This is an optimization exercise on Yosys and OpenROAD, whose aim is small area, not a production implementation.
Only simulation tests tie the RTL to the original design; equivalence was not proved.
Power is estimated from default activity; no workload was simulated.

Setup of build 46:
Design playfield_rotator, start of the top module:
module playfield_rotator #(
  parameter int ITER = 12,
  parameter int CW   = 11
) (
  input  logic                 clk,
  input  logic                 reset,
  input  logic [9:0]           angle,
  input  logic                 update,
  input  logic [7:0]           scale,
  output logic                 busy,
  output logic                 coef_done,
  input  logic                 pix_valid,
  input  logic signed [CW-1:0] pix_x,
  input  logic signed [CW-1:0] pix_y,
  output logic                 out_valid,
  output logic signed [CW-1:0] rx,
  output logic signed [CW-1:0] ry
);
  logic [3:0] t;
  always_ff @(posedge clk) begin
    if (reset)          t <= 4'd0;
    else if (update)    t <= 4'd1;
    else if (t != 4'd0) t <= t + 4'd1;
  end
  assign busy      = (t != 4'd0) && (t != 4'd15);
  assign coef_done = (t == 4'd15);
  wire t10    = (t == 4'd10);
  wire t11    = (t == 4'd11);
  wire t12    = (t == 4'd12);
  wire t13    = (t == 4'd13);
  wire t14    = (t == 4'd14);
  wire mwin   = t10 | t11 | t12 | t13;    
  wire commit = t14 && !update;
  logic [1:0]         quad;
  logic [7:0]         sq;
  logic               msg;        
  logic signed [15:0] cx, cy;     
  logic signed [15:0] cz;         
  function automatic logic [13:0] atan_lut(input logic [3:0] t_);
    case (t_)
      4'd1:    atan_lut = 14'd1297;
      4'd2:    atan_lut = 14'd651;
      4'd3:    atan_lut = 14'd326;
      4'd4:    atan_lut = 14'd163;
      4'd5:    atan_lut = 14'd81;
      4'd6:    atan_lut = 14'd41;
      4'd7:    atan_lut = 14'd20;
      4'd8:    atan_lut = 14'd10;
      4'd9:    atan_lut = 14'd5;
      default: atan_lut = 14'd0;
    endcase
  endfunction
  wire               d1 = angle[7];
  wire               d2 = d1 ? (angle[7:0] >= 8'd204) : (angle[7:0] >= 8'd53);
  logic [15:0]       x3, y3;
  logic [13:0]       k3;      
  always_comb begin
    case ({d1, d2})
      2'b11:   begin x3 = 16'd1245;  y3 = 16'd16166; k3 = -14'sd15583; end
      2'b10:   begin x3 = 16'd8705;  y3 = 16'd13680; k3 = -14'sd10473; end
      2'b01:   begin x3 = 16'd13680; y3 = 16'd8705;  k3 = -14'sd5911;  end
      default: begin x3 = 16'd16166; y3 = 16'd1245;  k3 = -14'sd801;   end
    endcase
  end
  wire [7:0]         zl_hi;    
  wire zl_0, zl_1;
  ...
clock: 10.0 ns
lec_check: 0
abc_area: 1
cap_margin: 20
core_margin: 2
core_utilization: 40
slew_margin: 20
synth_hierarchical: 1
synth_minimum_keep_size: 0
standard.sh (not shown) runs the stock make flow with config.mk's settings and CLKGATE_MAP_FILE= SYNTH_SCRIPT=/design/flow/synth_recipe.tcl, a recipe that flattens the netlist after the stock synthesis.
==> flow/flow/run.sh <==
#!/bin/bash
# The standard layout (standard.sh), with two changes:
#  - the port buffers are the smallest buffer cell (buf_1);
#  - clock tree synthesis clusters up to 30 sinks per leaf buffer and inserts no
#    dummy loads.
# standard.sh's full output goes to standard.log; ORFS keeps each step's log
# under orfs/logs.
set -e
export BUFFER_PORTS_ARGS="-buffer_cell sky130_fd_sc_hd__buf_1"
export CTS_ARGS="-sink_clustering_enable -repair_clock_nets -sink_clustering_size 30 -sink_clustering_max_diameter 100 -dont_use_dummy_load"
bash standard.sh > standard.log 2>&1
Modified inputs, build 3 compared to build 46
==> flow/flow/run.sh <==
#!/bin/bash
# The standard layout (standard.sh), with these changes:
#  - the port buffers are the smallest buffer cell (buf_1);
#  - clock tree synthesis clusters up to 25 sinks per leaf buffer and inserts no
#    dummy loads.
# standard.sh's full output goes to standard.log; ORFS keeps each step's log
# under orfs/logs.
set -e
export BUFFER_PORTS_ARGS="-buffer_cell sky130_fd_sc_hd__buf_1"
export REMOVE_ABC_BUFFERS=1
export CTS_ARGS="-sink_clustering_enable -repair_clock_nets -sink_clustering_size 25 -sink_clustering_max_diameter 100 -dont_use_dummy_load"
bash standard.sh > standard.log 2>&1
--- a/flow/config.mk
+++ b/flow/config.mk
@@ -9,5 +9,6 @@
 export CAP_MARGIN = 20
 export CORE_MARGIN = 2
-export CORE_UTILIZATION = 40
+export CORE_UTILIZATION = 55
+export GPL_TIMING_DRIVEN = 0
 export SLEW_MARGIN = 20
 export SYNTH_HIERARCHICAL = 1
--- outcome ---
- Where wire length of the first global-routing pass is concerned, build 46 is outperformed by build 3.
- Diff build 46 -> build 3: global-route usage rose 11 points, mean instance size in the synthesized netlist closely matched the old numbers, clock power increased about 7%, final wirelength -about 1.2%.
- In the flow results for build 3 and build 46, the number of search-and-repair iterations in the first detailed-routing pass is larger on build 46.
- Compare build 3 and build 46 | critical path depth higher: build 3
- Sort build 3 and build 46 by count of clock-buffer cells in the layout desc -> top: build 3
- Lower post-layout total power was reported by build 3, not build 46.
- Changes observed in build 3 relative to build 46: register share of the cell area +0.34 points, final design instance area without fill -470 µm².
What build 14 does differently from build 3 at the input level:
==> flow/run.sh (new file) <==
#!/bin/bash
# synth_recipe.tcl (not shown) runs the flow's synth.tcl, then flattens the netlist and writes it again
# the make line also repeats each setting of config.mk as NAME=value (left out here)
make -C /OpenROAD-flow-scripts/flow DESIGN_CONFIG=/design/flow/config.mk WORK_HOME=/design/flow/orfs CLKGATE_MAP_FILE= SYNTH_SCRIPT=/design/flow/synth_recipe.tcl finish
--- a/flow/config.mk
+++ b/flow/config.mk
@@ -9,6 +9,5 @@
 export CAP_MARGIN = 20
 export CORE_MARGIN = 2
-export CORE_UTILIZATION = 55
-export GPL_TIMING_DRIVEN = 0
+export CORE_UTILIZATION = 40
 export SLEW_MARGIN = 20
 export SYNTH_HIERARCHICAL = 1
removed: flow/flow/run.sh
removed: flow/standard.sh
## What came out
Comparing the two runs side by side, build 14 comes out behind build 3 on placed wire-length estimate after detailed placement.
Min setup slack across build 14 and build 3: build 3
Comparing build 14 and build 3, the lower internal portion of total power is on build 3.
According to the power report, total power for build 14 is higher than for build 3.
Comparing length in cells of the worst reg-to-reg path for build 14 and build 3, the bigger number came from build 3.
Re wire length: build 14 is 3500 µm up on build 3.
The inputs of build 96 differ from those of build 14 as listed below.
==> flow/flow/run.sh (new file) <==
#!/bin/bash
# The standard layout (standard.sh), with these changes:
#  - the port buffers are the smallest buffer cell (buf_1);
#  - clock tree synthesis clusters up to 25 sinks per leaf buffer and inserts no
#    dummy loads.
# standard.sh's full output goes to standard.log; ORFS keeps each step's log
# under orfs/logs.
set -e
export BUFFER_PORTS_ARGS="-buffer_cell sky130_fd_sc_hd__buf_1"
export REMOVE_ABC_BUFFERS=1
export CTS_ARGS="-sink_clustering_enable -repair_clock_nets -sink_clustering_size 25 -sink_clustering_max_diameter 100 -dont_use_dummy_load"
bash standard.sh > standard.log 2>&1
==> flow/standard.sh (new file) <==
#!/bin/bash
# synth_recipe.tcl (not shown) runs the flow's synth.tcl, then flattens the netlist and writes it again
# the make line also repeats each setting of config.mk as NAME=value (left out here)
make -C /OpenROAD-flow-scripts/flow DESIGN_CONFIG=/design/flow/config.mk WORK_HOME=/design/flow/orfs CLKGATE_MAP_FILE= SYNTH_SCRIPT=/design/flow/synth_recipe.tcl "${@:-finish}"
--- a/flow/config.mk
+++ b/flow/config.mk
@@ -10,4 +10,5 @@
 export CORE_MARGIN = 2
 export CORE_UTILIZATION = 40
+export GPL_TIMING_DRIVEN = 0
 export SLEW_MARGIN = 20
 export SYNTH_HIERARCHICAL = 1
removed: flow/run.sh
Results
- Cmp build 96 vs build 14: count of cell instances traversed by the critical path higher in build 96
- Compared with build 14, build 96 shows clock latency on the worst-skew pair lower by 0.02 ns.
- From build 14 to build 96 the numbers moved as follows: layout cell share with drive strength beyond 1 lost 2.8 points; non-clock buffer area fraction after layout lost 3.4 points.

---

== job 8783 ==
playfield_rotator, a different RTL version from the one above (not shown whole).
Size: about 2800 cells after synthesis, ~200 flip-flops, ~69 I/O pins, about 0.025 mm² of cells after synthesis.
export LEC_CHECK = 0
export ABC_AREA = 1
export CAP_MARGIN = 20
export CORE_MARGIN = 2
export CORE_UTILIZATION = 40
export GPL_TIMING_DRIVEN = 0
export SLEW_MARGIN = 20
export SYNTH_HIERARCHICAL = 1
export SYNTH_MINIMUM_KEEP_SIZE = 0
create_clock -name core_clock -period 10.0 [get_ports {clk}]
==> flow/flow/run.sh <==
#!/bin/bash
# The standard layout (standard.sh), with these changes:
#  - the port buffers are the smallest buffer cell (buf_1);
#  - clock tree synthesis clusters up to 30 sinks per leaf buffer and inserts no
#    dummy loads.
# standard.sh's full output goes to standard.log; ORFS keeps each step's log
# under orfs/logs.
set -e
export BUFFER_PORTS_ARGS="-buffer_cell sky130_fd_sc_hd__buf_1"
export REMOVE_ABC_BUFFERS=1
export CTS_ARGS="-sink_clustering_enable -repair_clock_nets -sink_clustering_size 30 -sink_clustering_max_diameter 100 -dont_use_dummy_load"
bash standard.sh > standard.log 2>&1
For job 5819, these inputs were changed with respect to job 8783:
Settings: removing GPL_TIMING_DRIVEN (formerly 0); changing SLEW_MARGIN from 20 to 10; changing CAP_MARGIN from 20 to 10; setting CTS_BUF_LIST to sky130_fd_sc_hd__clkbuf_4 sky130_fd_sc_hd__clkbuf_8 for the first time.
==> flow/run.sh (new file) <==
#!/bin/bash
# synth_recipe.tcl (not shown) runs the flow's synth.tcl, then flattens the netlist and writes it again
# the make line also repeats each setting of config.mk as NAME=value (left out here)
make -C /OpenROAD-flow-scripts/flow DESIGN_CONFIG=/design/flow/config.mk WORK_HOME=/design/flow/orfs CLKGATE_MAP_FILE= SYNTH_SCRIPT=/design/flow/synth_recipe.tcl finish
removed: flow/flow/run.sh
removed: flow/standard.sh
Looking only at fraction of standard cell area that is sequential, and setting everything else aside, the lower value of job 5819 and job 8783 goes to job 5819.
STATUS hold slack: job 5819 loses against job 8783
Job 5819 against job 8783: proportion of cell area spent on the clock network increased 2.2 points; final total power increased about 10%.
Edits applied to the flow inputs when going from job 5819 to job 7403:
Settings: clearing CTS_BUF_LIST, which used to be sky130_fd_sc_hd__clkbuf_4 sky130_fd_sc_hd__clkbuf_8; swapping 10 for 20 in CAP_MARGIN; swapping 10 for 20 in SLEW_MARGIN.
Findings:
- | signed area change from the synthesized netlist to the final layout | lower: job 7403 |
- Comparing job 5819 and job 7403, the higher relative contribution of combinational cells to total power is on job 7403.
- Routed wire length delta for job 7403 relative to job 5819: 350 µm lower

## static timing again, ports no longer ideal
The flow's constraints put no driver on any port. The routed layouts listed below were extracted and timed again, unchanged, in two steps.
Step 1 sets driving cells, clkbuf_16 on the clock port and buf_2 on the other inputs (assumed; they add their load-dependent delay and slew).
Step 2, shift: input delay + t, output delay - t, t = (earliest + latest rising clock arrival at the registers) / 2. This alone moves slack from input paths to output paths.
Slacks: ideal / step 1 / step 2; pairs: ideal / step 1.
| run | t (ns) | slack for setup (ns) | cell pins on the clock port's net |
|---|---|---|---|
| build 46 | 0.560 | 0.773 / 0.773 / 0.773 | 1 |
| build 3 | 0.580 | 0.337 / 0.337 / 0.337 | 1 |
| build 14 | 0.604 | 0.725 / 0.725 / 0.725 | 1 |
| build 96 | 0.566 | 0.435 / 0.435 / 0.435 | 1 |
| job 8783 | 0.558 | 0.295 / 0.295 / 0.295 | 1 |
| job 5819 | 0.657 | 0.884 / 0.884 / 0.884 | 1 |
| job 7403 | 0.614 | 0.845 / 0.845 / 0.845 | 1 |
After both steps every run listed still meets setup and hold.
